What follows belongs to an exercise in optimizing a design on an open flow for small area and few clock cycles; a production flow would make more cautious choices.
Function was checked by simulation only, so behaviour that the tests miss may differ from the original.
Power and IR drop assume default switching activity.

**flow/flow/run.sh**
```bash
#!/bin/bash
# Layout flow: the standard flow (standard.sh, unchanged synthesis and steps) with two
# settings passed to ORFS through the environment:
#  - port buffers use the smallest buffer (buf_1) instead of the delay buffer ORFS picks;
#    every input and output port still gets its own buffer;
#  - clock tree synthesis with clkbuf_8 buffers, clusters of up to 20 sinks within 60 um,
#    and no dummy loads (unconnected inverters CTS adds only to balance the tree).
# Each tool's output goes to ORFS's own step logs under orfs/logs; make's output goes to
# flow_make.log here.
set -euo pipefail
cd "$(dirname "$0")/.."
export BUFFER_PORTS_ARGS="-buffer_cell sky130_fd_sc_hd__buf_1"
export CTS_ARGS="-sink_clustering_enable -repair_clock_nets -sink_clustering_size 30 -sink_clustering_max_diameter 70 -buf_list {sky130_fd_sc_hd__clkbuf_8 sky130_fd_sc_hd__clkbuf_16} -dont_use_dummy_load"
bash standard.sh > flow_make.log 2>&1
```
**flow/standard.sh**
```bash
#!/bin/bash
# synth_recipe.tcl (not shown) runs the flow's synth.tcl, then flattens the netlist and writes it again
# the make line also repeats each setting of config.mk as NAME=value (left out here)
make -C /OpenROAD-flow-scripts/flow DESIGN_CONFIG=/design/flow/config.mk WORK_HOME=/design/flow/orfs CLKGATE_MAP_FILE= SYNTH_SCRIPT=/design/flow/synth_recipe.tcl "${@:-finish}"
```
**flow/config.mk**
```make
export PLATFORM = sky130hd
export DESIGN_NAME = outlier_hold_moving_average_core
export DESIGN_NICKNAME = outlier_hold_moving_average_core
export VERILOG_FILES = /design/flow/design.v
export SDC_FILE = /design/flow/constraint.sdc
export NUM_CORES = 4
export LEC_CHECK = 0
export CAP_MARGIN = 20
export CORE_MARGIN = 2
export CORE_UTILIZATION = 40
export CTS_BUF_LIST = sky130_fd_sc_hd__clkbuf_8
export CTS_CLUSTER_DIAMETER = 60
export CTS_CLUSTER_SIZE = 20
export SLEW_MARGIN = 20
```
**flow/constraint.sdc**
```tcl
create_clock -name core_clock -period 6.0 [get_ports {aclk}]
set_input_delay 1.2000 -clock core_clock [delete_from_list [all_inputs] [get_ports {aclk}]]
set_output_delay 1.2000 -clock core_clock [all_outputs]
set_load 0.01 [all_outputs]
```
**flow/design.v**
```verilog
package ohma_pkg;
    localparam int SAMPLE_W = 16;
    localparam int WINDOW = 30;
    localparam logic [SAMPLE_W-1:0] LIMIT_RESET = 16'd7000;
    localparam int SUM_W = $clog2(65535 * WINDOW + 1);
    localparam int CNT_W = $clog2(WINDOW + 1);
endpackage
module ohma_cell (
    input  logic                           aclk,
    input  logic                           shift_en,
    input  logic [ohma_pkg::SAMPLE_W-1:0]  data_in,
    output logic [ohma_pkg::SAMPLE_W-1:0]  data_out
);
    logic [ohma_pkg::SAMPLE_W-1:0] value_reg;
    always_ff @(posedge aclk) begin
        if (shift_en) begin
            value_reg <= data_in;
        end
    end
    assign data_out = value_reg;
endmodule
module ohma_div (
    input  logic [ohma_pkg::SUM_W-1:0]     sum_in,
    output logic [ohma_pkg::SAMPLE_W-1:0]  average_out
);
    logic [19:0] t;
    logic [24:0] row_a;
    logic [24:0] row_b;
    logic [24:0] prod;
    assign t = sum_in[20:1];
    logic s1, c2, s3, c4, s5, c6, s7, c8, s9, c10, s11, c12, s13, c14, s15, c16, s17, c18, s19, c20, s21, c22, s23, c24, s25, c26, s27, c28, s29, c30, s31, c32, s33, c34, s35, c36, s37, c38, s39, c40, s41, c42, s43, c44, s45, c46, s47, c48, s49, c50, s51, c52, s53, c54, s55, c56, s57, c58, s59, c60, s61, c62, s63, c64, s65, c66, s67, c68, s69, c70, s71, c72, s73, c74, s75, c76, s77, c78, s79, c80, s81, c82, s83, c84, s85, c86, s87, c88, s89, c90, s91, c92, s93, c94, s95, c96, s97, c98, s99, c100, s101, c102, s103, c104, s105, c106;
    assign s1 = t[12] ^ t[8];
    assign c2 = t[12] & t[8];
    assign s3 = t[13] ^ t[9];
    assign c4 = t[13] & t[9];
    assign s5 = t[14] ^ t[10];
    assign c6 = t[14] & t[10];
    assign s7 = t[15] ^ t[11];
    assign c8 = t[15] & t[11];
    assign s9 = t[16] ^ t[12] ^ t[8];
    assign c10 = (t[16] & t[12]) | (t[16] & t[8]) | (t[12] & t[8]);
    assign s11 = t[4] ^ t[0];
    assign c12 = t[4] & t[0];
    assign s13 = t[17] ^ t[13] ^ t[9];
    assign c14 = (t[17] & t[13]) | (t[17] & t[9]) | (t[13] & t[9]);
    assign s15 = t[5] ^ t[1];
    assign c16 = t[5] & t[1];
    assign s17 = t[18] ^ t[14] ^ t[10];
    assign c18 = (t[18] & t[14]) | (t[18] & t[10]) | (t[14] & t[10]);
    assign s19 = t[6] ^ t[2];
    assign c20 = t[6] & t[2];
    assign s21 = t[19] ^ t[15] ^ t[11];
    assign c22 = (t[19] & t[15]) | (t[19] & t[11]) | (t[15] & t[11]);
    assign s23 = t[7] ^ t[3];
    assign c24 = t[7] & t[3];
    assign s25 = t[16] ^ t[12] ^ t[8];
    assign c26 = (t[16] & t[12]) | (t[16] & t[8]) | (t[12] & t[8]);
    assign s27 = t[17] ^ t[13];
    assign c28 = t[17] & t[13];
    assign s29 = t[18] ^ t[14];
    assign c30 = t[18] & t[14];
    assign s31 = t[19] ^ t[15];
    assign c32 = t[19] & t[15];
    assign s33 = s1 ^ t[4];
    assign c34 = s1 & t[4];
    assign s35 = c2 ^ s3 ^ t[5];
    assign c36 = (c2 & s3) | (c2 & t[5]) | (s3 & t[5]);
    assign s37 = c4 ^ s5 ^ t[6];
    assign c38 = (c4 & s5) | (c4 & t[6]) | (s5 & t[6]);
    assign s39 = c6 ^ s7 ^ t[7];
    assign c40 = (c6 & s7) | (c6 & t[7]) | (s7 & t[7]);
    assign s41 = c8 ^ s9 ^ s11;
    assign c42 = (c8 & s9) | (c8 & s11) | (s9 & s11);
    assign s43 = c10 ^ c12 ^ s13;
    assign c44 = (c10 & c12) | (c10 & s13) | (c12 & s13);
    assign s45 = c14 ^ c16 ^ s17;
    assign c46 = (c14 & c16) | (c14 & s17) | (c16 & s17);
    assign s47 = c18 ^ c20 ^ s21;
    assign c48 = (c18 & c20) | (c18 & s21) | (c20 & s21);
    assign s49 = c22 ^ c24 ^ s25;
    assign c50 = (c22 & c24) | (c22 & s25) | (c24 & s25);
    assign s51 = c26 ^ s27 ^ t[9];
    assign c52 = (c26 & s27) | (c26 & t[9]) | (s27 & t[9]);
    assign s53 = c28 ^ s29 ^ t[10];
    assign c54 = (c28 & s29) | (c28 & t[10]) | (s29 & t[10]);
    assign s55 = c30 ^ s31 ^ t[11];
    assign c56 = (c30 & s31) | (c30 & t[11]) | (s31 & t[11]);
    assign s57 = c32 ^ t[16] ^ t[12];
    assign c58 = (c32 & t[16]) | (c32 & t[12]) | (t[16] & t[12]);
    assign s59 = t[17] ^ t[13];
    assign c60 = t[17] & t[13];
    assign s61 = t[18] ^ t[14];
    assign c62 = t[18] & t[14];
    assign s63 = t[19] ^ t[15];
    assign c64 = t[19] & t[15];
    assign s65 = t[11] ^ t[7];
    assign c66 = t[11] & t[7];
    assign s67 = s33 ^ t[0] ^ 1'b1;
    assign c68 = (s33 & t[0]) | (s33 & 1'b1) | (t[0] & 1'b1);
    assign s69 = c34 ^ s35 ^ t[1];
    assign c70 = (c34 & s35) | (c34 & t[1]) | (s35 & t[1]);
    assign s71 = c36 ^ s37 ^ t[2];
    assign c72 = (c36 & s37) | (c36 & t[2]) | (s37 & t[2]);
    assign s73 = c38 ^ s39 ^ t[3];
    assign c74 = (c38 & s39) | (c38 & t[3]) | (s39 & t[3]);
    assign s75 = c40 ^ s41 ^ 1'b1;
    assign c76 = (c40 & s41) | (c40 & 1'b1) | (s41 & 1'b1);
    assign s77 = c42 ^ s43 ^ s15;
    assign c78 = (c42 & s43) | (c42 & s15) | (s43 & s15);
    assign s79 = c44 ^ s45 ^ s19;
    assign c80 = (c44 & s45) | (c44 & s19) | (s45 & s19);
    assign s81 = c46 ^ s47 ^ s23;
    assign c82 = (c46 & s47) | (c46 & s23) | (s47 & s23);
    assign s83 = c48 ^ s49 ^ t[4];
    assign c84 = (c48 & s49) | (c48 & t[4]) | (s49 & t[4]);
    assign s85 = c50 ^ s51 ^ t[5];
    assign c86 = (c50 & s51) | (c50 & t[5]) | (s51 & t[5]);
    assign s87 = c52 ^ s53 ^ t[6];
    assign c88 = (c52 & s53) | (c52 & t[6]) | (s53 & t[6]);
    assign s89 = c54 ^ s55 ^ t[7];
    assign c90 = (c54 & s55) | (c54 & t[7]) | (s55 & t[7]);
    assign s91 = c56 ^ s57 ^ t[8];
    assign c92 = (c56 & s57) | (c56 & t[8]) | (s57 & t[8]);
    assign s93 = c58 ^ s59 ^ t[9];
    assign c94 = (c58 & s59) | (c58 & t[9]) | (s59 & t[9]);
    assign s95 = c60 ^ s61 ^ t[10];
    assign c96 = (c60 & s61) | (c60 & t[10]) | (s61 & t[10]);
    assign s97 = c62 ^ s63 ^ t[11];
    assign c98 = (c62 & s63) | (c62 & t[11]) | (s63 & t[11]);
    assign s99 = c64 ^ t[16] ^ t[12];
    assign c100 = (c64 & t[16]) | (c64 & t[12]) | (t[16] & t[12]);
    assign s101 = t[17] ^ t[13];
    assign c102 = t[17] & t[13];
    assign s103 = t[18] ^ t[14];
    assign c104 = t[18] & t[14];
    assign s105 = t[19] ^ t[15];
    assign c106 = t[19] & t[15];
    assign row_a = {t[19], t[18], t[17], c106, c104, c102, c100, c98, c96, c94, c92, c90, c88, c86, c84, c82, c80, c78, c76, c74, c72, c70, c68, c66, s65};
    assign row_b = {1'b0, 1'b0, 1'b0, t[16], s105, s103, s101, s99, s97, s95, s93, s91, s89, s87, s85, s83, s81, s79, s77, s75, s73, s71, s69, s67, t[3]};
    assign prod = row_a + row_b;
    assign average_out = prod[24:9];
endmodule
module outlier_hold_moving_average_core (
    input  logic                           aclk,
    input  logic                           aresetn,
    input  logic                           s_valid,
    output logic                           s_ready,
    input  logic [ohma_pkg::SAMPLE_W-1:0]  s_distance_sample,
    output logic                           m_valid,
    input  logic                           m_ready,
    output logic [ohma_pkg::SAMPLE_W-1:0]  m_average_distance,
    output logic                           m_sample_rejected,
    input  logic                           cfg_valid,
    output logic                           cfg_ready,
    input  logic [ohma_pkg::SAMPLE_W-1:0]  cfg_data
);
    localparam int W = ohma_pkg::SAMPLE_W;
    localparam int N = ohma_pkg::WINDOW;
    logic [W-1:0]                  limit_reg;
    logic [ohma_pkg::SUM_W-1:0]    sum_reg;
    logic [ohma_pkg::CNT_W-1:0]    cnt_reg;
    logic                          rejected_reg;
    logic                          m_valid_reg;
    logic                          accept;
    logic [ohma_pkg::SUM_W-1:0]    sum_add;
    logic [ohma_pkg::SUM_W-1:0]    sum_sub;
    logic [ohma_pkg::SUM_W-1:0]    csa_s;
    logic [ohma_pkg::SUM_W-1:0]    csa_c;
    logic [ohma_pkg::SUM_W-1:0]    sum_next;
    logic [W-1:0]                  gt0, eq0;
    logic [7:0]                    gt1, eq1;
    logic [3:0]                    gt2, eq2;
    logic [1:0]                    gt3, eq3;
    logic                          rejected;
    logic                          have_newest;
    logic                          have_oldest;
    logic [W-1:0]                  newest;
    logic [W-1:0]                  oldest;
    logic [W-1:0]                  entry;
    logic [W-1:0]                  chain [N];
    genvar i;
    generate
        for (i = 0; i < N; i++) begin : g_cell
            if (i == 0) begin : g_head
                ohma_cell u_cell (
                    .aclk     (aclk),
                    .shift_en (accept),
                    .data_in  (entry),
                    .data_out (chain[i])
                );
            end else begin : g_body
                ohma_cell u_cell (
                    .aclk     (aclk),
                    .shift_en (accept),
                    .data_in  (chain[i-1]),
                    .data_out (chain[i])
                );
            end
        end
    endgenerate
    assign s_ready   = !m_valid_reg || m_ready;
    assign accept    = s_valid && s_ready;
    assign cfg_ready = 1'b1;
    assign have_newest = (cnt_reg != '0);
    assign have_oldest = (cnt_reg == ohma_pkg::CNT_W'(N));
    assign newest      = have_newest ? chain[0] : '0;
    assign oldest      = have_oldest ? chain[N-1] : '0;
    assign gt0 = s_distance_sample & ~limit_reg;
    assign eq0 = ~(s_distance_sample ^ limit_reg);
    genvar g;
    generate
        for (g = 0; g < 8; g++) begin : g_c1
            assign gt1[g] = gt0[2*g+1] | (eq0[2*g+1] & gt0[2*g]);
            assign eq1[g] = eq0[2*g+1] & eq0[2*g];
        end
        for (g = 0; g < 4; g++) begin : g_c2
            assign gt2[g] = gt1[2*g+1] | (eq1[2*g+1] & gt1[2*g]);
            assign eq2[g] = eq1[2*g+1] & eq1[2*g];
        end
        for (g = 0; g < 2; g++) begin : g_c3
            assign gt3[g] = gt2[2*g+1] | (eq2[2*g+1] & gt2[2*g]);
            assign eq3[g] = eq2[2*g+1] & eq2[2*g];
        end
    endgenerate
    assign rejected = gt3[1] | (eq3[1] & gt3[0]);
    assign entry    = rejected ? newest : s_distance_sample;
    assign sum_add  = ohma_pkg::SUM_W'(entry);
    assign sum_sub  = ~(ohma_pkg::SUM_W'(oldest));
    assign csa_s    = sum_reg ^ sum_add ^ sum_sub;
    assign csa_c    = {(sum_reg[ohma_pkg::SUM_W-2:0] & sum_add[ohma_pkg::SUM_W-2:0])
                     | (sum_reg[ohma_pkg::SUM_W-2:0] & sum_sub[ohma_pkg::SUM_W-2:0])
                     | (sum_add[ohma_pkg::SUM_W-2:0] & sum_sub[ohma_pkg::SUM_W-2:0]), 1'b1};
    assign sum_next = csa_s + csa_c;
    always_ff @(posedge aclk) begin
        if (!aresetn) begin
            limit_reg     <= ohma_pkg::LIMIT_RESET;
            sum_reg       <= '0;
            cnt_reg       <= '0;
            m_valid_reg   <= 1'b0;
        end else begin
            if (cfg_valid) begin
                limit_reg <= cfg_data;
            end
            if (accept) begin
                sum_reg <= sum_next;
                if (!have_oldest) begin
                    cnt_reg <= cnt_reg + 1'b1;
                end
            end
            m_valid_reg <= accept || (m_valid_reg && !m_ready);
        end
    end
    always_ff @(posedge aclk) begin
        if (accept) begin
            rejected_reg <= rejected;
        end
    end
    ohma_div u_div (
        .sum_in      (sum_reg),
        .average_out (m_average_distance)
    );
    assign m_sample_rejected = rejected_reg;
    assign m_valid           = m_valid_reg;
endmodule
```
==> results.cfg, run 1 <==
[logic_synthesis]
syn_nets = 1305
ys_ff_latch = 524
ys_warn_count = 3
ys.flop_type = edfxtp_1
syn_inst = 1149
yosysSeqAreaShare = 0.766
yosys.cell_types.count = 55
post-synth-top-area-cell = edfxtp_1
netlist.area_leader.share = 0.723
synth.area.top_cells = edfxtp_1 (72%), ha_1 (4.6%), fa_1 (4.5%)
synth_async_sr_flop_share = 0
synth_enable_flop_cells = 481
avgSynthCellArea_um2 = 17.4
synth_area_mm2 = 0.0200

[placed_design]
gp_congestion = 0.852
dp_hpwl_mm = 20.5
port_buffers = 55

[drt]
vias_per_cell = 4.78
post_drt_wl_per_cell_um = 16.4
drc = 0
vias = 9041
dr.pass1.iters = 5
drt_iter0_drc = 748
wl_mm = 31.1
ant_nets = 0

[cells_and_area]
antenna_cells = 0
postLayoutCoreUtil = 0.445
drive_gt1_frac = 0.0553
nNetsFinal = 1387
area_growth_pct = 9.45
largest_reg_flops = 464

[timing]
fin_crit_sh = 0.956
max_freq_mhz = 174
setup_violations = 0
rsz0062_at_grt = no
fin_crit_ns = 5.74
finClkSkew_ns = 0.0950
relSlewSlack = 0.443
slew_viol_final = 0
max_slew.worst_pin.slew_ns = 0.836
tns_ns = 0
hold_viol_final = 0

[floorplan]
die_w_um = 227
fp.dieH_um = 227
coreArea_mm2 = 0.0492
die-area_mm2 = 0.0517
io_pins = 57
rows = 81
initial_core_util = 0.406

[worst_setup_path]
reg2reg_depth = 17
max_stage_delay_ns = 0.55
r2r_start = limit_reg[5]
start_kind = register
path_max_fanout = 8
critPathSlowestCell = fa_1
r2r_slack_ns = 1.02
cp.required_ns = 4.80
crit_chain = buf_4 > ha_1 > fa_1 > fa_1 > ha_1 > and4_1 > and4_1 > o2111ai_1 > nand3_2 > a221o_1 > nand2_1 > xnor2_1 > buf_1
path_class = register to primary output
crit_arrival_ns = 4.54
cp-end-kind = primary output
r2r-end = sum_reg[20]

[cts]
clk_pin_slew_worst_paths_ns = 0.10
cts_tree = done
ctsLongestPathBuffers = 3
cts-root-buf = clkbuf_16
cts_buffers = 28
clk_latency_ns = 0.60
cts_max_level = 1
cts_sinks = 524

[worst_hold_path]
worstHoldPathType = register to register
holdPathEnd = g_cell[10].g_body.u_cell.value_reg[1]
holdPathStages = 0
hold_start = g_cell[9].g_body.u_cell.value_reg[1]

[grt]
antenna_found_initial = 0
grt_overflow_total = 0
grt_pass1_vias = 9103
grt_pass1_wl_mm = 49.8
grt_start_max_net_pins = 106
track_usage = 0.123

[outcome]
status = no timing/DRC/antenna violations

[power_and_ir_drop]
p_per_area_mw_per_mm2 = 444
ir_worst_vdd_mv = 0.228
leakagePower_nw = 7.97

[flow_run]
max_cap_violations = 0
## cell usage in the layout, fill, tap and decap left out, types with 3 or more instances in the layout
| cell | instances |
|---|---|
| edfxtp_1 | 481 |
| inv_1 | 98 |
| nand2_1 | 78 |
| ha_1 | 74 |
| buf_1 | 54 |
| a21oi_1 | 48 |
| fa_1 | 45 |
| dfxtp_1 | 41 |
| clkbuf_16 | 28 |
| mux2i_1 | 27 |
| o21ai_0 | 26 |
| a21o_1 | 24 |
| nor2_1 | 21 |
| xnor2_1 | 19 |
| buf_4 | 19 |
| nand3_1 | 16 |
| nand4_1 | 14 |
| xor2_1 | 12 |
| o211ai_1 | 9 |
| a211oi_1 | 8 |
| a31oi_1 | 7 |
| and3_1 | 6 |
| and2_1 | 5 |
| nor3_1 | 5 |
| nand2b_1 | 4 |
| o21bai_1 | 4 |
| and4_1 | 4 |
| buf_12 | 4 |
| mux2_1 | 3 |
| o21ai_1 | 3 |
| o21a_1 | 3 |
| or3_1 | 3 |
## how the worst max path moves through the flow
stage	to	cells after the start	slack, ns	from
after floorplan	sum_reg[0]	5	0.62	m_ready
after global placement	sum_reg[20]	17	0.20	s_distance_sample[5]
after detailed placement	sum_reg[20]	17	0.13	s_distance_sample[5]
after CTS	m_average_distance[13]	14	0.1	sum_reg[14]
after global routing	m_average_distance[14]	13	0.05	sum_reg[18]
final	m_average_distance[14]	13	0.26	sum_reg[18]
## through the flow
step	hold slack (ns)	power (W)	cell area [µm²]	cells	setup WS, ns
floorplan	0.400	0.00700	20000	1149	0.620
global route	0.371	0.0104	21900	1893	0.0529
detailed placement	0.405	0.00792	21100	1863	0.129
global placement	0.400	0.00787	21100	1863	0.200
CTS	0.372	0.00980	21800	1891	0.0973
finish	0.370	0.00972	21900	1893	0.264
## Yosys cell counts (12+ instances only)
cell / number
inv_1: 99
nor2_1: 21
o21ai_0: 26
xor2_1: 12
nand4_1: 14
clkbuf_1: 17
ha_1: 74
mux2i_1: 27
nand2_1: 78
xnor2_1: 19
fa_1: 45
edfxtp_1: 481
dfxtp_1: 43
nand3_1: 17
a21o_1: 24
a21oi_1: 48
## final cells by class
type	count	area, µm²
Clock buffer	28	701
Fill cell	4300	27300
Inverter	99	379
Multi-Input combinational cell	499	4200
Sequential cell	524	15300
Tap cell	664	831
Timing Repair Buffer	79	445
## worst max-delay path, delay by kind of cell, from the launching register on
kind	cells	cell delay, ns
adders and majority gates	4	1.72
and+or+nand+nor	4	0.78
xor gates and xnor gates	1	0.14
DFF	1	0.39
buffers and inverters	2	0.39
AOI/OAI and AO/OA	2	0.52
## per-layer routing
layer / share of wire / global-route usage / vias up
li1: - / - / 4396
met1: 0.52 / 0.190 / 4481
met2: 0.43 / 0.183 / 118
met3: 0.029 / 0.0197 / 46
met4: 0.022 / 0.0268 / 0
met5: 0 / 0 / -
## power breakdown
group | total [W] | switching (W) | internal (W)
combinational | 0.00337 | 0.00201 | 0.00136
clock | 0.00186 | 0.00103 | 0.000827
sequential | 0.00449 | 0.000179 | 0.00431
## repair_timing
item | in CTS | in global routing
hold endpoints to repair | 0 | 0
gates resized for setup | 1 | 3
endpoints found under the setup margin | 1 | 3
setup buffers | 0 | 1
hold buffers | 0 | 0
pin swaps | 0 | 1
## cells by family (layout without fill, tap and decap cells)
family | count (synthesis) | after routing | share of synthesized area
buf+inv | 126 | 206 | 0.0241
mux | 30 | 30 | 0.0152
other cells | 1 | 1 | 0.000188
simple gates | 165 | 165 | 0.0386
xor+xnor | 31 | 31 | 0.0136
flops | 524 | 524 | 0.766
compound gates | 153 | 153 | 0.0506
fa+ha+maj | 119 | 119 | 0.0915
Testbench counts, summed over its fixed seeds: cycles 24,008.
==> run 2: changes to the inputs <==
--- a/flow/flow/run.sh
+++ b/flow/flow/run.sh
@@ -12,3 +12,3 @@
 export BUFFER_PORTS_ARGS="-buffer_cell sky130_fd_sc_hd__buf_1"
-export CTS_ARGS="-sink_clustering_enable -repair_clock_nets -sink_clustering_size 30 -sink_clustering_max_diameter 70 -buf_list {sky130_fd_sc_hd__clkbuf_8 sky130_fd_sc_hd__clkbuf_16} -dont_use_dummy_load"
+export CTS_ARGS="-sink_clustering_enable -repair_clock_nets -sink_clustering_size 22 -sink_clustering_max_diameter 50 -buf_list sky130_fd_sc_hd__clkbuf_8 -dont_use_dummy_load"
 bash standard.sh > flow_make.log 2>&1
==> run 2 against run 1 <==
  * Register-to-register slack is essentially flat
  * Flip-flop and latch count is the same
  * Sequential share of layout area up 0.40 points
  * Synthesized cell count unchanged
  * Die area did not move
  * Global-route usage grew 0.32 points
  * Sequential power hardly changed
  * Critical path type unchanged
  * Highest routed layer unchanged
  * Still clean on timing, DRC and antenna
  * Critical endpoint is now m_average_distance[13]
==> results.cfg, run 2 <==
[power_and_ir_drop]
ir_worst_vdd_mv = 0.202
pwr-share-comb = 0.354
p_int_w = 0.00630
p_seq_frac = 0.472
p_per_area_mw_per_mm2 = 438
power_switching_w = 0.00322
switching_share = 0.338
leakagePower_nw = 7.92
clkPwrFrac = 0.175

[floorplan]
die_w_um = 227
io_pins = 57
rows = 81
die-area_mm2 = 0.0517
coreArea_mm2 = 0.0492
initial_core_util = 0.406
fp.dieH_um = 227

[logic_synthesis]
synthMuxAreaShare = 0.0152
synth_top_family_by_area = adder cells
synth_async_sr_flop_share = 0
avgSynthCellArea_um2 = 17.4
syn_inst = 1149
syn_nets = 1305
synthAdderAreaFrac = 0.0915
yosysMostFrequentCell = edfxtp_1
netlist.area_leader.share = 0.723
synthSimpleGateAreaFrac = 0.0386
yosys.cell_types.count = 55
ys.flop_type = edfxtp_1
synth_xor_xnor_area_share = 0.0136
synth.area.top_cells = edfxtp_1 (72%), ha_1 (4.6%), fa_1 (4.5%)
synth_enable_flop_cells = 481
synth_compound_area_frac = 0.0506
yosysSeqAreaShare = 0.766
synth_area_mm2 = 0.0200
ys_ff_latch = 524
ys_top_cells_by_count = edfxtp_1 (481), inv_1 (99), nand2_1 (78)
ys_warn_count = 3
post-synth-top-area-cell = edfxtp_1

[cells_and_area]
antenna_cells = 0
nNetsFinal = 1401
multi_input_comb_area_mm2 = 0.00420
drive_gt1_frac = 0.0660
n_fill_cell = 4323
ff_latch_area_mm2 = 0.0153
largest_reg_flops = 464
layout_commonest_cell = edfxtp_1
final_cell_mix = edfxtp_1 (481), inv_1 (98), nand2_1 (78), ha_1 (74), buf_1 (54)
area_growth_pct = 8.83

[cts]
clk_pin_slew_worst_paths_ns = 0.12
cts_hold_buf = 0
cts_buffers = 42
cts-root-buf = clkbuf_8
clk_latency_ns = 0.60
cts_sinks = 524
cts_tree = done
cts_max_level = 2
ctsLongestPathBuffers = 3

[worst_setup_path]
r2r_start = limit_reg[5]
startpoint = sum_reg[14]
start_kind = register
cp.required_ns = 4.80
crit_arrival_ns = 4.55
crit_chain = fa_1 > inv_1 > fa_1 > inv_1 > fa_1 > ha_1 > nand3_1 > nor3_2 > o21ai_1 > o21ai_2 > a21oi_1 > or3b_1 > a32oi_1 > buf_1
critPathSlowestCell = fa_1
endpoint = m_average_distance[13]
max_stage_delay_ns = 0.51
path_class = register to primary output
r2r_slack_ns = 1.01
path_common_cell = fa_1
cp-end-kind = primary output
r2r-end = sum_reg[20]
reg2reg_depth = 17
path_max_fanout = 5

[timing]
hold_viol_final = 0
tns_ns = 0
max_slew.worst_pin.slew_ns = 0.803
relSlewSlack = 0.465
slew_viol_final = 0
holdWs_ns = 0.354
max_freq_mhz = 174
rsz0062_at_grt = no
finClkSkew_ns = 0.0662
fin_crit_ns = 5.75
fin_crit_sh = 0.958
setup_violations = 0

[placed_design]
dp_hpwl_mm = 20.5
port_buffers = 55
gp_congestion = 0.852

[drt]
vias = 9111
post_drt_wl_per_cell_um = 16.5
ant_nets = 0
drt_iter0_drc = 695
drc = 0
dr.pass1.iters = 4
wl_mm = 31.4
vias_per_cell = 4.78

[grt]
antenna_found_initial = 0
track_usage = 0.126
grt_pass1_vias = 9218
grt_overflow_total = 0
grt_start_max_net_pins = 106
grt_pass1_wl_mm = 50.4

[outcome]
status = no timing/DRC/antenna violations

[worst_hold_path]
worstHoldPathType = register to register

[flow_run]
max_cap_violations = 0
[run 2: cell counts after synthesis]
No cell type changed its count.
[run 2: layer usage]
layer / part of all wire / global-route usage / wire [µm] / vias up
met4: 0.025 / 0.0432 / 782 / 0
met5: 0 / 0 / 0 / -
li1: - / - / - / 4412
met3: 0.039 / 0.0247 / 1240 / 59
met1: 0.51 / 0.190 / 15900 / 4497
met2: 0.43 / 0.183 / 13500 / 143
[run 2: critical path, delay by kind of cell, from the launching register on]
family	cells	cell delay (ns)
compound gates	4	0.75
fa+ha+maj	4	1.79
buf+inv	3	0.29
flops	1	0.37
simple gates	3	0.76
[run 2: cell families after synthesis]
kind of cell / count (synthesis)
AOI/OAI and AO/OA: 153
xor gates and xnor gates: 31
adders and majority gates: 119
buffers and inverters: 126
DFF: 524
muxes: 30
other: 1
and+or+nand+nor: 165
[run 2: worst min path at each step]
stage / start / end / slack (ns) / cells after the start
2_1_floorplan: g_cell[9].g_body.u_cell.value_reg[0] / g_cell[10].g_body.u_cell.value_reg[0] / 0.40 / 0
3_5_place_dp: g_cell[13].g_body.u_cell.value_reg[11] / g_cell[14].g_body.u_cell.value_reg[11] / 0.40 / 0
3_3_place_gp: g_cell[5].g_body.u_cell.value_reg[7] / g_cell[6].g_body.u_cell.value_reg[7] / 0.40 / 0
4_1_cts: g_cell[24].g_body.u_cell.value_reg[14] / g_cell[25].g_body.u_cell.value_reg[14] / 0.36 / 0
6_report: g_cell[28].g_body.u_cell.value_reg[14] / g_cell[29].g_body.u_cell.value_reg[14] / 0.35 / 0
5_1_grt: g_cell[24].g_body.u_cell.value_reg[14] / g_cell[25].g_body.u_cell.value_reg[14] / 0.36 / 0
[run 2: final cells by class]
type / count / area share
Sequential cell: 524 / 0.704
Multi-Input combinational cell: 499 / 0.193
Inverter: 99 / 0.0174
Clock buffer: 42 / 0.0266
Timing Repair Buffer: 79 / 0.0205
Tap cell: 664 / 0.0382
[run 2: what timing repair did]
action / CTS / global route
pin swaps: 0 / 1
endpoints found under the hold margin: 0 / 0
cloned: 0 / 0
endpoints found under the setup margin: 1 / 5
gates resized for setup: 1 / 4
buffers inserted: 0 / 1
[run 2: power by group through the flow]
stage,logic [W],registers (W),clock network (W)
floorplan,0.00247,0.00453,0
global placement,0.00330,0.00457,0
detailed placement,0.00334,0.00458,0
CTS,0.00337,0.00450,0.00175
global route,0.00383,0.00453,0.00186
finish,0.00337,0.00449,0.00166
[run 2: per-stage QoR]
step / power [W] / util / instances / cell area [µm²] / setup slack (ns)
2_1_floorplan: 0.00700 / - / 1149 / 20000 / 0.620
3_3_place_gp: 0.00787 / 0.430 / 1863 / 21100 / 0.200
3_5_place_dp: 0.00792 / 0.430 / 1863 / 21100 / 0.129
4_1_cts: 0.00961 / 0.442 / 1905 / 21700 / 0.0490
5_1_grt: 0.0102 / 0.442 / 1907 / 21700 / 0.0294
6_report: 0.00952 / 0.442 / 1907 / 21700 / 0.254
==> run 3: changes to the inputs <==
--- a/flow/flow/run.sh
+++ b/flow/flow/run.sh
@@ -12,3 +12,3 @@
 export BUFFER_PORTS_ARGS="-buffer_cell sky130_fd_sc_hd__buf_1"
-export CTS_ARGS="-sink_clustering_enable -repair_clock_nets -sink_clustering_size 22 -sink_clustering_max_diameter 50 -buf_list sky130_fd_sc_hd__clkbuf_8 -dont_use_dummy_load"
+export CTS_ARGS="-sink_clustering_enable -repair_clock_nets -sink_clustering_size 16 -sink_clustering_max_diameter 50 -buf_list {sky130_fd_sc_hd__clkbuf_4 sky130_fd_sc_hd__clkbuf_8} -dont_use_dummy_load"
 bash standard.sh > flow_make.log 2>&1
==> run 3 against run 2 <==
  * Combinational power hardly changed
  * Die area stayed put
  * Non-clock buffer count stayed put
  * Critical path type unchanged
  * Area after synthesis stayed put
  * Final area is 0.25% higher
  * Clock skew is 0.0098 ns higher
  * Core utilization is 0.11 points higher
  * Flip-flop and latch count stayed put
  * Global-route usage hardly changed
  * Worst setup slack better by 0.0025 ns
==> results.cfg, run 3 <==
[worst_setup_path]
path_class = register to primary output
cp.required_ns = 4.80
path_max_fanout = 8
start_kind = register
reg2reg_depth = 17
crit_arrival_ns = 4.54
cp-end-kind = primary output

[drt]
drc = 0
post_drt_wl_per_cell_um = 16.4
ant_nets = 0
vias_per_cell = 4.77
drt_iter0_drc = 645
dr.pass1.iters = 5
wl_mm = 31.4
vias = 9123

[cts]
clk_latency_ns = 0.60
cts_buffers = 46
cts_hold_buf = 0
clk_pin_slew_worst_paths_ns = 0.09
cts_max_level = 2
cts-root-buf = clkbuf_8
cts_sinks = 524
ctsLongestPathBuffers = 3
cts_tree = done

[worst_hold_path]
holdPathStages = 0
worstHoldPathType = register to register

[timing]
max_freq_mhz = 174
fin_crit_sh = 0.957
fin_crit_ns = 5.74
finClkSkew_ns = 0.0761
setup_violations = 0
max_slew.worst_pin.slew_ns = 0.834
slew_viol_final = 0
relSlewSlack = 0.444
tns_ns = 0
hold_viol_final = 0
rsz0062_at_grt = no

[logic_synthesis]
ys_top_cells_by_count = edfxtp_1 (481), inv_1 (99), nand2_1 (78)
avgSynthCellArea_um2 = 17.4
yosysSeqAreaShare = 0.766
synth_area_mm2 = 0.0200
netlist.area_leader.share = 0.723
ys_ff_latch = 524
synth.area.top_cells = edfxtp_1 (72%), ha_1 (4.6%), fa_1 (4.5%)
syn_nets = 1305
ys.flop_type = edfxtp_1
yosysMostFrequentCell = edfxtp_1
post-synth-top-area-cell = edfxtp_1
yosys.cell_types.count = 55
syn_inst = 1149
ys_warn_count = 3
synth_enable_flop_cells = 481
synth_async_sr_flop_share = 0

[floorplan]
initial_core_util = 0.406
die-area_mm2 = 0.0517
coreArea_mm2 = 0.0492
io_pins = 57
die_w_um = 227
fp.dieH_um = 227
rows = 81

[grt]
antenna_found_initial = 0
grt_pass1_wl_mm = 50.6
grt_start_max_net_pins = 106
grt_overflow_total = 0
track_usage = 0.127
grt_pass1_vias = 9251

[cells_and_area]
layout_commonest_cell = edfxtp_1
fin_cells = 1911
largest_reg_flops = 464
nNetsFinal = 1405
final_cell_mix = edfxtp_1 (481), inv_1 (98), nand2_1 (78), ha_1 (74), buf_1 (54)
postLayoutCoreUtil = 0.443
antenna_cells = 0
area_growth_pct = 9.11
drive_gt1_frac = 0.0690

[power_and_ir_drop]
report.power.total_w = 0.00959
p_seq_frac = 0.468
clkPwrFrac = 0.180
leakagePower_nw = 7.95
switching_share = 0.337
p_per_area_mw_per_mm2 = 440
p_int_w = 0.00635
power_switching_w = 0.00323
pwr-share-comb = 0.351
ir_worst_vdd_mv = 0.191

[placed_design]
port_buffers = 55
dp_hpwl_mm = 20.5
placedCellCount = 1863
gp_congestion = 0.852

[outcome]
status = no timing/DRC/antenna violations

[flow_run]
max_cap_violations = 0
run 3: cell count changes in the layout (fill, tap and decap cells not counted):
cell,change
clkbuf_8,+4
run 3: kinds of logic (layout without fill, tap and decap cells):
logic type / after synthesis / count (layout) / synth area share
mux: 30 / 30 / 0.0152
flops: 524 / 524 / 0.766
compound gates: 153 / 153 / 0.0506
simple gates: 165 / 165 / 0.0386
xor+xnor: 31 / 31 / 0.0136
other cells: 1 / 1 / 0.000188
buf+inv: 126 / 224 / 0.0241
fa+ha+maj: 119 / 119 / 0.0915
run 3: repair_timing:
action                     CTS  global route
setup buffers                0             1
gates resized for setup      1             4
setup endpoints to repair    1             5
pin swaps                    0             2
cloned                       0             0
run 3: path summary, 6_finish.rpt:
path / start / slack (ns) / to
worst min register to register: g_cell[18].g_body.u_cell.value_reg[4] / 0.37 / g_cell[19].g_body.u_cell.value_reg[4]
worst max-delay path: sum_reg[18] / 0.26 / m_average_distance[14]
worst max register to register: limit_reg[5] / 0.99 / sum_reg[20]
worst min-delay path: g_cell[18].g_body.u_cell.value_reg[4] / 0.37 / g_cell[19].g_body.u_cell.value_reg[4]
run 3: power groups by stage:
stage / Combinational [W] / Sequential [W] / Clock [W]
after floorplan: 0.00247 / 0.00453 / 0
after global routing: 0.00383 / 0.00453 / 0.00194
after CTS: 0.00337 / 0.00450 / 0.00182
after global placement: 0.00330 / 0.00457 / 0
final: 0.00337 / 0.00449 / 0.00173
after detailed placement: 0.00334 / 0.00458 / 0
run 3: critical path: stages (launching register included):
cell and delay [ns]:
dfxtp_1 0.39, buf_4 0.19, ha_1 0.30, fa_1 0.55
fa_1 0.45, ha_1 0.42, and4_1 0.26, and4_1 0.22
o2111ai_1 0.12, nand3_2 0.21, a221o_1 0.40, nand2_1 0.09
xnor2_1 0.14, buf_1 0.20
run 3: per-layer routing:
metal  vias up  global-route usage  routed length, µm
met2       147               0.182              13500
met4         0              0.0426                713
met5         -                   0                  0
met3        61              0.0249               1270
met1      4490               0.192              15900
li1       4425                   -                  -
run 3: area by class of cell:
class	count	area [µm²]
Fill cell	4313	27400
Sequential cell	524	15300
Multi-Input combinational cell	499	4200
Tap cell	664	831
Clock buffer	46	633
Timing Repair Buffer	79	445
Inverter	99	379
run 3: metrics by stage:
stage,hold WS [ns],instance area [µm²],setup slack (ns)
detailed placement,0.405,21100,0.129
floorplan,0.400,20000,0.620
finish,0.368,21800,0.257
global route,0.372,21800,0.0256
CTS,0.370,21800,0.0476
global placement,0.400,21100,0.200
==> run 4: changes to the inputs <==
--- a/flow/flow/run.sh
+++ b/flow/flow/run.sh
@@ -12,3 +12,3 @@
 export BUFFER_PORTS_ARGS="-buffer_cell sky130_fd_sc_hd__buf_1"
-export CTS_ARGS="-sink_clustering_enable -repair_clock_nets -sink_clustering_size 16 -sink_clustering_max_diameter 50 -buf_list {sky130_fd_sc_hd__clkbuf_4 sky130_fd_sc_hd__clkbuf_8} -dont_use_dummy_load"
+export CTS_ARGS="-sink_clustering_enable -repair_clock_nets -sink_clustering_size 20 -sink_clustering_max_diameter 60 -buf_list sky130_fd_sc_hd__clkbuf_8 -dont_use_dummy_load"
 bash standard.sh > flow_make.log 2>&1
==> run 4 against run 3 <==
  * Non-clock buffer count is the same
  * Via count is essentially flat
  * Still clean on timing, DRC and antenna
  * Flip-flop and latch count is the same
  * Core utilization shrank 0.22 points
  * Cell count shrank 0.42%
  * Largest power group unchanged
==> results.cfg, run 4 <==
[grt]
antenna_found_initial = 0
grt_start_max_net_pins = 106
grt_overflow_total = 0
grt_pass1_wl_mm = 50.3
grt_pass1_vias = 9200
track_usage = 0.126

[worst_setup_path]
crit_arrival_ns = 4.55
cp-end-kind = primary output
path_max_fanout = 8
start_kind = register
cp.required_ns = 4.80
path_class = register to primary output

[cts]
cts_buffers = 38
cts_tree = done
clk_pin_slew_worst_paths_ns = 0.11
cts_max_level = 2
cts_hold_buf = 0
cts-root-buf = clkbuf_8
ctsLongestPathBuffers = 3
cts_sinks = 524
clk_latency_ns = 0.61

[timing]
fin_crit_ns = 5.75
setup_violations = 0
fin_crit_sh = 0.958
finClkSkew_ns = 0.0966
slew_viol_final = 0
max_freq_mhz = 174
relSlewSlack = 0.442
hold_viol_final = 0
tns_ns = 0
rsz0062_at_grt = no
max_slew.worst_pin.slew_ns = 0.838

[cells_and_area]
n_fill_cell = 4317
ff_latch_area_mm2 = 0.0153
largest_reg_flops = 464
final_cell_mix = edfxtp_1 (481), inv_1 (98), nand2_1 (78), ha_1 (74), buf_1 (54)
area_growth_pct = 8.56
final_area_mm2 = 0.0217
fin_cells = 1903
nNetsFinal = 1397
postLayoutCoreUtil = 0.441
antenna_cells = 0
drive_gt1_frac = 0.0630
layout_commonest_cell = edfxtp_1
multi_input_comb_area_mm2 = 0.00420

[floorplan]
coreArea_mm2 = 0.0492
die-area_mm2 = 0.0517
fp.dieH_um = 227
rows = 81
io_pins = 57
initial_core_util = 0.406
die_w_um = 227

[power_and_ir_drop]
p_per_area_mw_per_mm2 = 436
power_switching_w = 0.00321
clkPwrFrac = 0.168
leakagePower_nw = 7.90
pwr-share-comb = 0.356
p_seq_frac = 0.475
switching_share = 0.339
ir_worst_vdd_mv = 0.205
p_int_w = 0.00624

[logic_synthesis]
avgSynthCellArea_um2 = 17.4
synthMuxAreaShare = 0.0152
yosysSeqAreaShare = 0.766
synth_enable_flop_cells = 481
post-synth-top-area-cell = edfxtp_1
synth_xor_xnor_area_share = 0.0136
yosysMostFrequentCell = edfxtp_1
syn_inst = 1149
synth_area_mm2 = 0.0200
netlist.area_leader.share = 0.723
synth.area.top_cells = edfxtp_1 (72%), ha_1 (4.6%), fa_1 (4.5%)
yosys.cell_types.count = 55
ys.flop_type = edfxtp_1
ys_top_cells_by_count = edfxtp_1 (481), inv_1 (99), nand2_1 (78)
ys_ff_latch = 524
synth_compound_area_frac = 0.0506
synthAdderAreaFrac = 0.0915
ys_warn_count = 3
synthSimpleGateAreaFrac = 0.0386
syn_nets = 1305
synth_async_sr_flop_share = 0
synth_top_family_by_area = adder cells

[placed_design]
port_buffers = 55
placedCellCount = 1863
place_area_mm2 = 0.0211
dp_hpwl_mm = 20.5
gp_congestion = 0.852

[outcome]
status = no timing/DRC/antenna violations

[drt]
drc = 0
dr.pass1.iters = 4
wl_mm = 31.3
ant_nets = 0
post_drt_wl_per_cell_um = 16.4
vias = 9120
vias_per_cell = 4.79
drt_iter0_drc = 657

[worst_hold_path]
worstHoldPathType = register to register

[flow_run]
max_cap_violations = 0
-- run 4: timing repair --
item                       in CTS  in global routing
setup endpoints to repair       1                  3
setup buffers                   0                  1
cloned                          0                  0
gates resized for setup         1                  3
pin swaps                       0                  1
-- run 4: per-layer routing --
metal / routed length (µm) / track usage / part of all wire
met1: 16100 / 0.192 / 0.51
met2: 13400 / 0.183 / 0.43
met3: 1040 / 0.0228 / 0.033
met4: 751 / 0.0403 / 0.024
met5: 0 / 0 / 0
-- run 4: worst max-delay path, cell delays in order, from the launching register on --
cell,delay [ns]
dfxtp_1,0.40
buf_4,0.19
ha_1,0.30
fa_1,0.55
fa_1,0.45
ha_1,0.42
and4_1,0.26
and4_1,0.22
o2111ai_1,0.12
nand3_2,0.21
a221o_1,0.40
nand2_1,0.09
xnor2_1,0.14
buf_1,0.20
-- run 4: cells by family (layout without fill, tap and decap cells) --
kind of cell	count (synthesis)	after routing
other cells	1	1
fa+ha+maj	119	119
buf+inv	126	216
xor+xnor	31	31
compound gates	153	153
simple gates	165	165
flops	524	524
mux	30	30
-- run 4: worst paths after layout --
check / start / endpoint / slack (ns) / cells past startpoint
max: sum_reg[18] / m_average_distance[14] / 0.25 / 13
min: g_cell[21].g_body.u_cell.value_reg[9] / g_cell[22].g_body.u_cell.value_reg[9] / 0.34 / 0
max reg2reg: limit_reg[5] / sum_reg[20] / 0.97 / 17
min reg2reg: g_cell[21].g_body.u_cell.value_reg[9] / g_cell[22].g_body.u_cell.value_reg[9] / 0.34 / 0
-- run 4: area by class of cell --
cell class / count / area share
sequential: 524 / 0.706
clock buffer: 38 / 0.0241
multi-input combinational: 499 / 0.194
timing repair buffer: 79 / 0.0205
tap: 664 / 0.0383
inverter: 99 / 0.0175
-- run 4: power by group through the flow --
stage          registers (W)  clock network (W)  logic (W)
2_1_floorplan        0.00453                  0    0.00247
3_3_place_gp         0.00457                  0    0.00330
3_5_place_dp         0.00458                  0    0.00334
4_1_cts              0.00450            0.00168    0.00337
5_1_grt              0.00453            0.00179    0.00383
6_report             0.00449            0.00159    0.00337
-- run 4: stage by stage --
stage	total power, W	setup slack (ns)	hold slack [ns]
2_1_floorplan	0.00700	0.620	0.400
3_3_place_gp	0.00787	0.200	0.400
3_5_place_dp	0.00792	0.129	0.405
4_1_cts	0.00955	0.0614	0.338
5_1_grt	0.0101	0.0376	0.371
6_report	0.00945	0.253	0.342
==> run 5: changes to the inputs <==
--- a/flow/design.v
+++ b/flow/design.v
@@ -169,6 +169,6 @@
     logic [ohma_pkg::SUM_W-1:0]    sum_next;
-    logic [W-1:0]                  gt0, eq0;
-    logic [7:0]                    gt1, eq1;
-    logic [3:0]                    gt2, eq2;
-    logic [1:0]                    gt3, eq3;
+    logic [W-1:0]                  gt0, pr0;
+    logic [7:0]                    gt1, pr1;
+    logic [3:0]                    gt2, pr2;
+    logic [1:0]                    gt3, pr3;
     logic                          rejected;
@@ -208,3 +208,3 @@
     assign gt0 = s_distance_sample & ~limit_reg;
-    assign eq0 = ~(s_distance_sample ^ limit_reg);
+    assign pr0 = s_distance_sample | ~limit_reg;
     genvar g;
@@ -212,15 +212,15 @@
         for (g = 0; g < 8; g++) begin : g_c1
-            assign gt1[g] = gt0[2*g+1] | (eq0[2*g+1] & gt0[2*g]);
-            assign eq1[g] = eq0[2*g+1] & eq0[2*g];
+            assign gt1[g] = gt0[2*g+1] | (pr0[2*g+1] & gt0[2*g]);
+            assign pr1[g] = pr0[2*g+1] & pr0[2*g];
         end
         for (g = 0; g < 4; g++) begin : g_c2
-            assign gt2[g] = gt1[2*g+1] | (eq1[2*g+1] & gt1[2*g]);
-            assign eq2[g] = eq1[2*g+1] & eq1[2*g];
+            assign gt2[g] = gt1[2*g+1] | (pr1[2*g+1] & gt1[2*g]);
+            assign pr2[g] = pr1[2*g+1] & pr1[2*g];
         end
         for (g = 0; g < 2; g++) begin : g_c3
-            assign gt3[g] = gt2[2*g+1] | (eq2[2*g+1] & gt2[2*g]);
-            assign eq3[g] = eq2[2*g+1] & eq2[2*g];
+            assign gt3[g] = gt2[2*g+1] | (pr2[2*g+1] & gt2[2*g]);
+            assign pr3[g] = pr2[2*g+1] & pr2[2*g];
         end
     endgenerate
-    assign rejected = gt3[1] | (eq3[1] & gt3[0]);
+    assign rejected = gt3[1] | (pr3[1] & gt3[0]);
     assign entry    = rejected ? newest : s_distance_sample;
--- a/flow/config.mk
+++ b/flow/config.mk
@@ -13,2 +13,3 @@
 export CTS_CLUSTER_SIZE = 20
+export GPL_TIMING_DRIVEN = 0
 export SLEW_MARGIN = 20
==> run 5 against run 4 <==
  * Critical path depth unchanged
  * Maximum frequency decreased by 0.40%
  * Still clean
  * Count of clock-buffer cells in the layout decreased by 3
  * Sequential share of layout area increased by 0.96 points
  * Register-to-register slack got worse by 0.19 ns
  * Clock power decreased by 4%
  * Synthesized cell count decreased by 3.8%
  * Combinational power increased by 11%
  * Sequential power increased by 1%
  * Area after synthesis decreased by 1.3%
==> results.cfg, run 5 <==
[worst_setup_path]
cp_top_family = adder cells
critPathSlowestCell = fa_1
cp-end-kind = primary output
r2r_slack_ns = 0.78
reg2reg_depth = 21
crit_arrival_ns = 4.57
path_common_cell = fa_1
cp.required_ns = 4.80
startpoint = sum_reg[9]
max_stage_delay_ns = 0.63
r2r-end = sum_reg[20]
crit_chain = fa_1 > fa_1 > fa_1 > ha_1 > a21o_1 > a21oi_1 > o21ai_0 > a2111oi_1 > a21oi_1 > nor4_2 > nor3_1 > xor2_1 > buf_1
path_max_fanout = 5
r2r_start = limit_reg[0]
crit_buf_inv = 1
start_kind = register
path_class = register to primary output

[cells_and_area]
postLayoutCoreUtil = 0.438
antenna_cells = 0
fin_cells = 1863
multi_input_comb_area_mm2 = 0.00406
nNetsFinal = 1342
layout_commonest_cell = edfxtp_1
largest_reg_flops = 464
ff_latch_area_mm2 = 0.0153
area_growth_pct = 8.56
final_cell_mix = edfxtp_1 (481), inv_1 (75), nand2_1 (59), ha_1 (59), buf_1 (55)
n_fill_cell = 4327
drive_gt1_frac = 0.0651

[timing]
finClkSkew_ns = 0.0901
relSlewSlack = 0.348
slew_viol_final = 0
hold_viol_final = 0
fin_crit_sh = 0.962
fin_crit_ns = 5.77
max_freq_mhz = 173
max_slew.worst_pin.slew_ns = 0.965
rsz0062_at_grt = yes
setup_violations = 0

[worst_hold_path]
hold_start = g_cell[27].g_body.u_cell.value_reg[7]
worstHoldPathType = register to register
holdPathEnd = g_cell[28].g_body.u_cell.value_reg[7]
holdPathStages = 0

[power_and_ir_drop]
power_switching_w = 0.00340
p_seq_frac = 0.463
clkPwrFrac = 0.155
p_int_w = 0.00642
leakagePower_nw = 7.58
ir_worst_vdd_mv = 0.287
report.power.total_w = 0.00982
pwr-share-comb = 0.382
p_per_area_mw_per_mm2 = 459
switching_share = 0.346

[drt]
route.met2.wl_mm = 12.9
wl_met1_mm = 16.1
vias_per_cell = 4.83
wl_mm = 30.8
drc = 0
post_drt_wl_per_cell_um = 16.5
top_layer = met4
wl_met3_mm = 1.19
drt_iter0_drc = 773
ant_nets = 0
vias = 9002
dr.pass1.iters = 5

[grt]
grt_pass1_wl_mm = 47.9
grt_start_max_net_pins = 154
track_usage = 0.121
grt_overflow_total = 0
antenna_found_initial = 0
grt_pass1_vias = 8711

[logic_synthesis]
synth_enable_flop_cells = 481
synth_area_mm2 = 0.0197
yosysMostFrequentCell = edfxtp_1
yosysSeqAreaShare = 0.776
syn_inst = 1105
ys_ff_latch = 524
yosys.cell_types.count = 74
synth.area.top_cells = edfxtp_1 (73%), fa_1 (4.6%), dfxtp_1 (4.4%)
netlist.area_leader.share = 0.732
ys_top_cells_by_count = edfxtp_1 (481), inv_1 (75), ha_1 (59), nand2_1 (59), fa_1 (45)
synth_async_sr_flop_share = 0
ys.flop_type = edfxtp_1
post-synth-top-area-cell = edfxtp_1
ys_warn_count = 3
avgSynthCellArea_um2 = 17.8
syn_nets = 1246

[floorplan]
coreArea_mm2 = 0.0488
rows = 81
initial_core_util = 0.404
die_w_um = 226
die-area_mm2 = 0.0511
io_pins = 57
fp.dieH_um = 226

[cts]
cts_sinks = 524
ctsLongestPathBuffers = 3
cts_hold_buf = 0
cts_max_level = 2
cts_buffers = 35
clk_pin_slew_worst_paths_ns = 0.11
clk_latency_ns = 0.58
cts_tree = done
cts-root-buf = clkbuf_8

[outcome]
status = no timing/DRC/antenna violations

[placed_design]
port_buffers = 54
placedCellCount = 1826
dp_hpwl_mm = 20.0
gp_congestion = 0.769

[flow_run]
max_cap_violations = 0
-- run 5: cell count changes after synthesis, moves of 13 or more --
cell,previous run,this run
a22o_1,0,13
ha_1,74,59
inv_1,99,75
mux2i_1,27,11
nand2_1,78,59
nor2_1,21,44
-- run 5: final cells by class --
type / count / area share
tap: 664 / 0.0388
sequential: 524 / 0.716
buffer: 21 / 0.00608
inverter: 77 / 0.0136
multi-input combinational: 483 / 0.189
clock buffer: 35 / 0.0225
timing repair buffer: 59 / 0.0140
-- run 5: repair_timing --
action / CTS / global route
setup buffers: 0 / 2
gates resized for setup: 3 / 16
endpoints found under the setup margin: 2 / 11
pin swaps: 0 / 1
-- run 5: cells by family after synthesis --
kind of cell / count (synthesis) / share of synthesized area
AND/OR/NAND/NOR: 169 / 0.0402
multiplexers: 11 / 0.00558
flip-flops: 524 / 0.776
adder cells (fa/ha/maj): 107 / 0.0848
other: 1 / 0.000190
AO/OA/AOI/OAI: 162 / 0.0583
XOR/XNOR: 33 / 0.0147
buffers and inverters: 98 / 0.0203
-- run 5: power groups by stage --
| stage | combinational [W] | sequential [W] | clock (W) |
|---|---|---|---|
| after floorplan | 0.00286 | 0.00455 | 0 |
| after global placement | 0.00365 | 0.00466 | 0 |
| after detailed placement | 0.00369 | 0.00463 | 0 |
| after CTS | 0.00373 | 0.00455 | 0.00161 |
| after global routing | 0.00426 | 0.00459 | 0.00172 |
| final | 0.00375 | 0.00455 | 0.00152 |
-- run 5: worst max-delay path by stage --
stage | to | slack [ns] | cells past startpoint
floorplan | g_cell[0].g_head.u_cell.value_reg[0] | 0.42 | 4
global placement | sum_reg[18] | -1.01 | 6
detailed placement | sum_reg[20] | -0.58 | 21
CTS | sum_reg[20] | 0.01 | 21
global route | m_average_distance[8] | -0.05 | 13
finish | m_average_distance[9] | 0.23 | 13
-- run 5: stage by stage --
step	setup slack [ns]	instance area [µm²]	hold slack (ns)	setup TNS, ns
2_1_floorplan	0.417	19700	0.400	0
3_3_place_gp	-1.01	20800	0.400	-466.07
3_5_place_dp	-0.575	20900	0.405	-2.34
4_1_cts	0.0103	21400	0.371	0
5_1_grt	-0.0479	21400	0.387	-0.105
6_report	0.230	21400	0.370	0
-- run 5: routing by layer --
metal  GRT usage  up-vias
met5           0        -
met4      0.0350        0
met3      0.0189       45
met2       0.173      141
met1       0.191     4531
li1            -     4285
Testbench counts of run 5, summed over its fixed seeds: cycles 24,008.
==> run 6: changes to the inputs <==
--- a/flow/config.mk
+++ b/flow/config.mk
@@ -13,3 +13,2 @@
 export CTS_CLUSTER_SIZE = 20
-export GPL_TIMING_DRIVEN = 0
 export SLEW_MARGIN = 20
==> run 6 against run 5 <==
  * Maximum frequency shrank 0.24%
  * Total power grew 1.7%
  * Via count grew 0.27%
  * Count of clock-buffer cells in the layout grew 1
  * Non-clock buffer count grew 1
  * Hold slack gained 0.016 ns
  * Core utilization is essentially flat
  * Register-to-register slack gained 0.14 ns
==> results.cfg, run 6 <==
[placed_design]
place_ws_ns = 0.00924
port_buffers = 55
placedCellCount = 1829
dp_hpwl_mm = 20.2
gp_congestion = 0.834

[timing]
fin_crit_sh = 0.964
fin_crit_ns = 5.78
max_freq_mhz = 173
finClkSkew_ns = 0.0857
setup_ws_ns = 0.216
holdWs_ns = 0.387
rsz0062_at_grt = yes
hold_viol_final = 0
relSlewSlack = 0.279
setup_violations = 0
slew_viol_final = 0
tns_ns = 0
max_slew.worst_pin.slew_ns = 1.08

[logic_synthesis]
synth_area_mm2 = 0.0197
ys.flop_type = edfxtp_1
post-synth-top-area-cell = edfxtp_1
netlist.area_leader.share = 0.732
yosysMostFrequentCell = edfxtp_1
yosysSeqAreaShare = 0.776
synth_async_sr_flop_share = 0
ys_top_cells_by_count = edfxtp_1 (481), inv_1 (75), ha_1 (59), nand2_1 (59), fa_1 (45)
avgSynthCellArea_um2 = 17.8
yosys.cell_types.count = 74
ys_warn_count = 3
synth.area.top_cells = edfxtp_1 (73%), fa_1 (4.6%), dfxtp_1 (4.4%)
ys_ff_latch = 524
syn_inst = 1105
synth_enable_flop_cells = 481
syn_nets = 1246

[drt]
wl_mm = 31.3
vias_per_cell = 4.84
post_drt_wl_per_cell_um = 16.8
dr.pass1.iters = 5
vias = 9026
drt_iter0_drc = 673
ant_nets = 0
drc = 0

[cts]
post_cts_buffers = 0
ctsLongestPathBuffers = 3
cts-root-buf = clkbuf_8
cts_tree = done
cts_hold_buf = 0
clk_latency_ns = 0.62
clk_pin_slew_worst_paths_ns = 0.11
cts_sinks = 524
cts_max_level = 2
cts_buffers = 36

[worst_setup_path]
crit_chain = fa_1 > fa_1 > fa_1 > ha_1 > a21o_1 > a21oi_1 > o21ai_0 > a2111oi_1 > a21oi_1 > nor4_1 > nor3_1 > xor2_1 > buf_1
cp-end-kind = primary output
crit_arrival_ns = 4.58
startpoint = sum_reg[9]
path_max_fanout = 5
crit_buf_inv = 1
path_class = register to primary output
cp_top_family = adder cells
cp.required_ns = 4.80
path_common_cell = fa_1
start_kind = register
max_stage_delay_ns = 0.63
r2r_start = limit_reg[0]
critPathSlowestCell = fa_1

[grt]
grt_start_max_net_pins = 138
grt_pass1_vias = 8768
grt_pass1_wl_mm = 49.5
antenna_found_initial = 0
grt_overflow_total = 0
track_usage = 0.126

[outcome]
status = no timing/DRC/antenna violations

[floorplan]
coreArea_mm2 = 0.0488
initial_core_util = 0.404
io_pins = 57
die-area_mm2 = 0.0511
fp.dieH_um = 226
rows = 81
die_w_um = 226

[cells_and_area]
ff_latch_area_mm2 = 0.0153
area_growth_pct = 8.59
drive_gt1_frac = 0.0724
antenna_cells = 0
multi_input_comb_area_mm2 = 0.00406
fin_cells = 1865
final_cell_mix = edfxtp_1 (481), inv_1 (74), nand2_1 (59), ha_1 (59), buf_1 (55)
layout_commonest_cell = edfxtp_1
nNetsFinal = 1344
n_fill_cell = 4339
largest_reg_flops = 464

[power_and_ir_drop]
p_seq_frac = 0.451
pwr-share-comb = 0.394
ir_worst_vdd_mv = 0.294
leakagePower_nw = 7.62
p_int_w = 0.00648
clkPwrFrac = 0.155
p_per_area_mw_per_mm2 = 466
switching_share = 0.351
power_switching_w = 0.00351

[worst_hold_path]
worstHoldPathType = register to register
hold_start = g_cell[15].g_body.u_cell.value_reg[8]

[flow_run]
max_cap_violations = 0
run 6: routing by layer:
layer / wire length (µm) / vias up / track usage
met4: 665 / 0 / 0.0357
met3: 1500 / 48 / 0.0272
met5: 0 / - / 0
met1: 16800 / 4506 / 0.206
li1: - / 4295 / -
met2: 12300 / 177 / 0.165
run 6: final cells by class:
type	count	area share
clock buffer	36	0.0231
inverter	77	0.0140
multi-input combinational	483	0.189
sequential	524	0.715
tap	664	0.0388
timing repair buffer	81	0.0199
run 6: worst paths after layout:
kind | slack (ns) | cells after the start | endpoint
setup / recovery | 0.22 | 13 | m_average_distance[9]
hold / removal | 0.39 | 0 | g_cell[16].g_body.u_cell.value_reg[8]
setup reg to reg | 0.92 | 18 | sum_reg[20]
hold reg to reg | 0.39 | 0 | g_cell[16].g_body.u_cell.value_reg[8]
run 6: cell families (layout without fill, tap and decap cells):
family	after synthesis	in the layout	share of synthesized area
flip-flops	524	524	0.776
AND/OR/NAND/NOR	169	169	0.0402
AO/OA/AOI/OAI	162	162	0.0583
adder cells (fa/ha/maj)	107	107	0.0848
buffers and inverters	98	194	0.0203
XOR/XNOR	33	33	0.0147
multiplexers	11	11	0.00558
other	1	1	0.000190
run 6: worst register-to-register path, cell delays in order (launching register included):
cell and delay (ns):
dfxtp_1 0.39, nor2b_4 0.05, maj3_2 0.31, a221oi_2 0.21
o21ai_1 0.10, maj3_2 0.34, o221ai_4 0.18, a211oi_2 0.11
a22o_2 0.27, fa_1 0.53, fa_1 0.50, a211oi_1 0.44
nor4_1 0.12, nor3_1 0.41, nor2_1 0.14, a311o_1 0.42
nor2b_1 0.16, a211o_1 0.26, nand4_1 0.06
run 6: repair_timing:
item	in CTS	in global routing
setup endpoints to repair	0	10
hold endpoints to repair	0	0
gates resized for setup	0	10
run 6: power groups by stage:
stage / clock network [W] / registers, W / logic (W)
global route: 0.00175 / 0.00455 / 0.00445
CTS: 0.00163 / 0.00451 / 0.00386
global placement: 0 / 0.00459 / 0.00379
floorplan: 0 / 0.00455 / 0.00286
finish: 0.00155 / 0.00451 / 0.00393
detailed placement: 0 / 0.00459 / 0.00383
run 6: per-stage QoR:
step           total power, W  instance area, µm²   util
2_1_floorplan         0.00742               19700      -
4_1_cts                0.0100               21400  0.438
3_3_place_gp          0.00838               20900  0.427
3_5_place_dp          0.00842               20900  0.427
6_report              0.00999               21400  0.438
5_1_grt                0.0107               21400  0.438

what the ideal ports hide:
The flow's constraints put no driver on any port. The routed layouts listed below were extracted and timed again, unchanged, in two steps.
Step 1 sets driving cells, clkbuf_16 on the clock port and buf_2 on the other inputs (assumed; they add their load-dependent delay and slew).
Step 2 moves the port delays by t, midway between the first and last clock arrival at a register: inputs arrive t later, outputs are due t later. That takes back most of the time a late clock gives input paths.
Three values: ideal, step 1, step 2; two values: the first two.
| run | t, ns | setup slack, ns | hold WS [ns] | worst register clock-pin slew, ns | worst slew at a driven data input, ns |
|---|---|---|---|---|---|
| run 1 | 0.608 | 0.264 / 0.213 / 0.083 | 0.370 / 0.370 / 0.370 | 0.11 / 0.11 | 0.05 |
| run 2 | 0.635 | 0.254 / 0.204 / 0.079 | 0.354 / 0.354 / 0.354 | 0.12 / 0.12 | 0.05 |
| run 3 | 0.625 | 0.257 / 0.209 / 0.080 | 0.368 / 0.368 / 0.368 | 0.10 / 0.10 | 0.05 |
| run 4 | 0.614 | 0.253 / 0.201 / 0.054 | 0.342 / 0.342 / 0.342 | 0.12 / 0.12 | 0.05 |
| run 5 | 0.585 | 0.230 / 0.183 / -0.226 | 0.370 / 0.370 / 0.370 | 0.12 / 0.12 | 0.10 |
| run 6 | 0.619 | 0.216 / 0.173 / -0.094 | 0.387 / 0.387 / 0.387 | 0.12 / 0.12 | 0.07 |
Met with ideal ports but missed after step 2: setup timing in run 5 and run 6. The setup slack of run 5, which loses most, moves by -0.047 ns with the drivers and by -0.456 ns with both steps.
